This design comes from an exercise in tuning for small area on the open sky130 flow, not from production work. In this exercise RTL edits were held to simulation tests only and were not proved equivalent to the original. Power and IR drop assume default switching activity.

== before ==
==> module parity_mem, before the edit <==
module parity_mem #(
   parameter int unsigned DATA_W    = 8,
   parameter int unsigned ADDR_W    = 16,
   parameter int unsigned DEPTH     = 256,
   parameter int unsigned READ_LAT  = 1,
   parameter int unsigned ERR_CNT_W = 8
) (
   input  logic                 clk,
   input  logic                 rst_n,
   input  logic                 write,
   input  logic                 read,
   input  logic                 inject_err,
   input  logic                 err_clr,
   input  logic [DATA_W-1:0]    data_in,
   input  logic [ADDR_W-1:0]    address,
   output logic [DATA_W:0]      data_out,
   output logic                 rd_valid,
   output logic                 par_err,
   output logic                 addr_err,
   output logic [ERR_CNT_W-1:0] err_cnt
);
   localparam int unsigned NROW = 256;
   localparam int unsigned W    = DATA_W + 1;    
   logic               in_range;
   logic [15:0]        hi_rd;      
   logic [15:0]        hi_wr_n;    
   logic [15:0]        lo;         
   logic [15:0]        lo_n;
   logic [NROW-1:0]    we_row;
   logic [NROW-1:0]    rsel;
   logic               any_wr_q;
   logic [NROW-1:0]    written_d;
   logic [NROW-1:0]    written_q;
   logic [W-1:0]       mem [NROW];
   logic [NROW-1:0]    col [W];
   logic [W-1:0]       word;
   logic [DATA_W-1:0]  dout_q;
   logic               err_q;
   logic               rd_valid_q;
   logic               addr_err_q;
   logic [ERR_CNT_W-1:0] err_cnt_q;
   assign in_range = ~|address[ADDR_W-1:8];
   always_comb begin
      for (int i = 0; i < 16; i++) begin
         hi_rd[i]   = any_wr_q & in_range & (address[7:4] == 4'(i));
         hi_wr_n[i] = ~(write & in_range & (address[7:4] == 4'(i)));
         lo[i]      = (address[3:0] == 4'(i));
         lo_n[i]    = ~lo[i];
      end
   end
   for (genvar r = 0; r < NROW; r++) begin : g_row
      pm_nor2 u_we   (.a(hi_wr_n[r/16]), .b(lo_n[r%16]), .y(we_row[r]));
      pm_a21o u_wf   (.a1(written_q[r]), .a2(any_wr_q), .b1(we_row[r]), .y(written_d[r]));
      pm_and3 u_rsel (.a(hi_rd[r/16]), .b(lo[r%16]), .c(written_q[r]), .y(rsel[r]));
      always_ff @(posedge clk) begin
         if (we_row[r]) mem[r] <= {inject_err, data_in};
      end
      always_ff @(posedge clk) begin
         written_q[r] <= written_d[r];
      end
      for (genvar b = 0; b < W; b++) begin : g_bit
         assign col[b][r] = mem[r][b];
      end
   end
   for (genvar b = 0; b < W; b++) begin : g_col
      pm_sel256 u_sel (.sel(rsel), .d(col[b]), .y(word[b]));
   end
   always_ff @(posedge clk or negedge rst_n) begin
      if (!rst_n)     any_wr_q <= 1'b0;
      else if (write & in_range) any_wr_q <= 1'b1;
   end
   always_ff @(posedge clk) begin
      dout_q <= word[DATA_W-1:0];
      err_q  <= word[DATA_W];
   end
   always_ff @(posedge clk or negedge rst_n) begin
      if (!rst_n) begin
         rd_valid_q <= 1'b0;
         addr_err_q <= 1'b0;
      end else begin
         rd_valid_q <= read & ~write;
         addr_err_q <= (read | write) & ~in_range;
      end
   end
   assign par_err = rd_valid_q & err_q;
   always_ff @(posedge clk or negedge rst_n) begin
      if (!rst_n) begin
         err_cnt_q <= '0;
      end else if (err_clr) begin
         err_cnt_q <= ERR_CNT_W'(par_err);
      end else if (par_err && (err_cnt_q != '1)) begin
         err_cnt_q <= err_cnt_q + 1'b1;
      end
   end
   assign data_out = {(^dout_q) ^ err_q, dout_q};
   assign rd_valid = rd_valid_q;
   assign addr_err = addr_err_q;
   assign err_cnt  = err_cnt_q;
endmodule
==> module pm_a21o, before the edit <==
module pm_a21o (input logic a1, a2, b1, output logic y);
   assign y = (a1 & a2) | b1;
endmodule
export LEC_CHECK = 0
export CAP_MARGIN = 20
export CORE_MARGIN = 2
export CORE_UTILIZATION = 45
export CTS_CLUSTER_DIAMETER = 100
export CTS_CLUSTER_SIZE = 30
export PLACE_DENSITY = 0.6
export SLEW_MARGIN = 20
export SYNTH_HIERARCHICAL = 1
create_clock -name core_clock -period 8.0 [get_ports {clk}]
run.sh (not shown) runs the stock make flow with config.mk's settings and CLKGATE_MAP_FILE= SYNTH_SCRIPT=/design/flow/synth_recipe.tcl, a recipe that flattens the netlist after the stock synthesis.
Changes in after relative to before:
diff --git a/flow/design.v b/flow/design.v
--- a/flow/design.v
+++ b/flow/design.v
@@ -25,13 +25,12 @@
    logic [15:0]        hi_rd;      
    logic [15:0]        hi_wr_n;    
    logic [15:0]        lo;         
    logic [15:0]        lo_n;
    logic [NROW-1:0]    we_row;
    logic [NROW-1:0]    rsel;
-   logic               any_wr_q;
    logic [NROW-1:0]    written_d;
    logic [NROW-1:0]    written_q;
    logic [W-1:0]       mem [NROW];
    logic [NROW-1:0]    col [W];
    logic [W-1:0]       word;
    logic [DATA_W-1:0]  dout_q;
@@ -39,38 +38,35 @@
    logic               rd_valid_q;
    logic               addr_err_q;
    logic [ERR_CNT_W-1:0] err_cnt_q;
    assign in_range = ~|address[ADDR_W-1:8];
    always_comb begin
       for (int i = 0; i < 16; i++) begin
-         hi_rd[i]   = any_wr_q & in_range & (address[7:4] == 4'(i));
+         hi_rd[i]   = in_range & (address[7:4] == 4'(i));
          hi_wr_n[i] = ~(write & in_range & (address[7:4] == 4'(i)));
          lo[i]      = (address[3:0] == 4'(i));
          lo_n[i]    = ~lo[i];
       end
    end
    for (genvar r = 0; r < NROW; r++) begin : g_row
       pm_nor2 u_we   (.a(hi_wr_n[r/16]), .b(lo_n[r%16]), .y(we_row[r]));
-      pm_a21o u_wf   (.a1(written_q[r]), .a2(any_wr_q), .b1(we_row[r]), .y(written_d[r]));
+      pm_or2  u_wf   (.a(written_q[r]), .b(we_row[r]), .y(written_d[r]));
       pm_and3 u_rsel (.a(hi_rd[r/16]), .b(lo[r%16]), .c(written_q[r]), .y(rsel[r]));
       always_ff @(posedge clk) begin
          if (we_row[r]) mem[r] <= {inject_err, data_in};
       end
-      always_ff @(posedge clk) begin
-         written_q[r] <= written_d[r];
+      always_ff @(posedge clk or negedge rst_n) begin
+         if (!rst_n) written_q[r] <= 1'b0;
+         else        written_q[r] <= written_d[r];
       end
       for (genvar b = 0; b < W; b++) begin : g_bit
          assign col[b][r] = mem[r][b];
       end
    end
    for (genvar b = 0; b < W; b++) begin : g_col
       pm_sel256 u_sel (.sel(rsel), .d(col[b]), .y(word[b]));
-   end
-   always_ff @(posedge clk or negedge rst_n) begin
-      if (!rst_n)     any_wr_q <= 1'b0;
-      else if (write & in_range) any_wr_q <= 1'b1;
    end
    always_ff @(posedge clk) begin
       dout_q <= word[DATA_W-1:0];
       err_q  <= word[DATA_W];
    end
    always_ff @(posedge clk or negedge rst_n) begin
@@ -142,12 +138,9 @@
 module pm_nor2 (input logic a, b, output logic y);
    assign y = ~(a | b);
 endmodule
 module pm_or2 (input logic a, b, output logic y);
    assign y = a | b;
 endmodule
-module pm_a21o (input logic a1, a2, b1, output logic y);
-   assign y = (a1 & a2) | b1;
-endmodule
 module pm_and3 (input logic a, b, c, output logic y);
    assign y = a & b & c;
 endmodule
Results
- after ran to completion and came out clean on the timing, design-rule and antenna checks.
- after vs before — standard-cell row count rose 1.
- Clock power went up slightly going from before to after.
- Final non-filler cell area on after is up relative to before.
- The global-route track usage on met3 of after exceeds that of before by 0.29 points.
- Of the two values seen for last element of the critical path, dout_q[2]$_DFF_P_ was produced by before and dout_q[0]$_DFF_P_ by after.
- On effective utilization at floorplan, after and before are basically level.
- Measured against each other, after and before differ in area of the multi-input gates, the higher figure coming from before.
- Post-synth design cell area, after and before, lower one = before.

-- re-timing with driven ports --
In the flow no input, the clock included, has a driving cell. The finished layouts below were timed again as built, in two steps. Step 1 sets driving cells, clkbuf_16 on the clock port and buf_2 on the other inputs (assumed; they add their load-dependent delay and slew). Step 2 also shifts input and output timing later by t, the mid clock arrival at the registers, as if the neighbouring blocks saw the same clock. Three values: ideal ports, drivers, drivers and shift; two values: the first two.
| run | t, ns | setup slack, ns | worst register clock-pin slew, ns |
|---|---|---|---|
| before | 0.861 | 2.560 / 2.624 / 1.763 | 0.12 / 0.12 |
| after | 0.857 | 2.069 / 2.141 / 1.284 | 0.12 / 0.12 |
After both steps setup and hold are still met in every run listed. The setup slack of before, which loses most, moves by +0.064 ns with the drivers and by -0.797 ns with both steps.
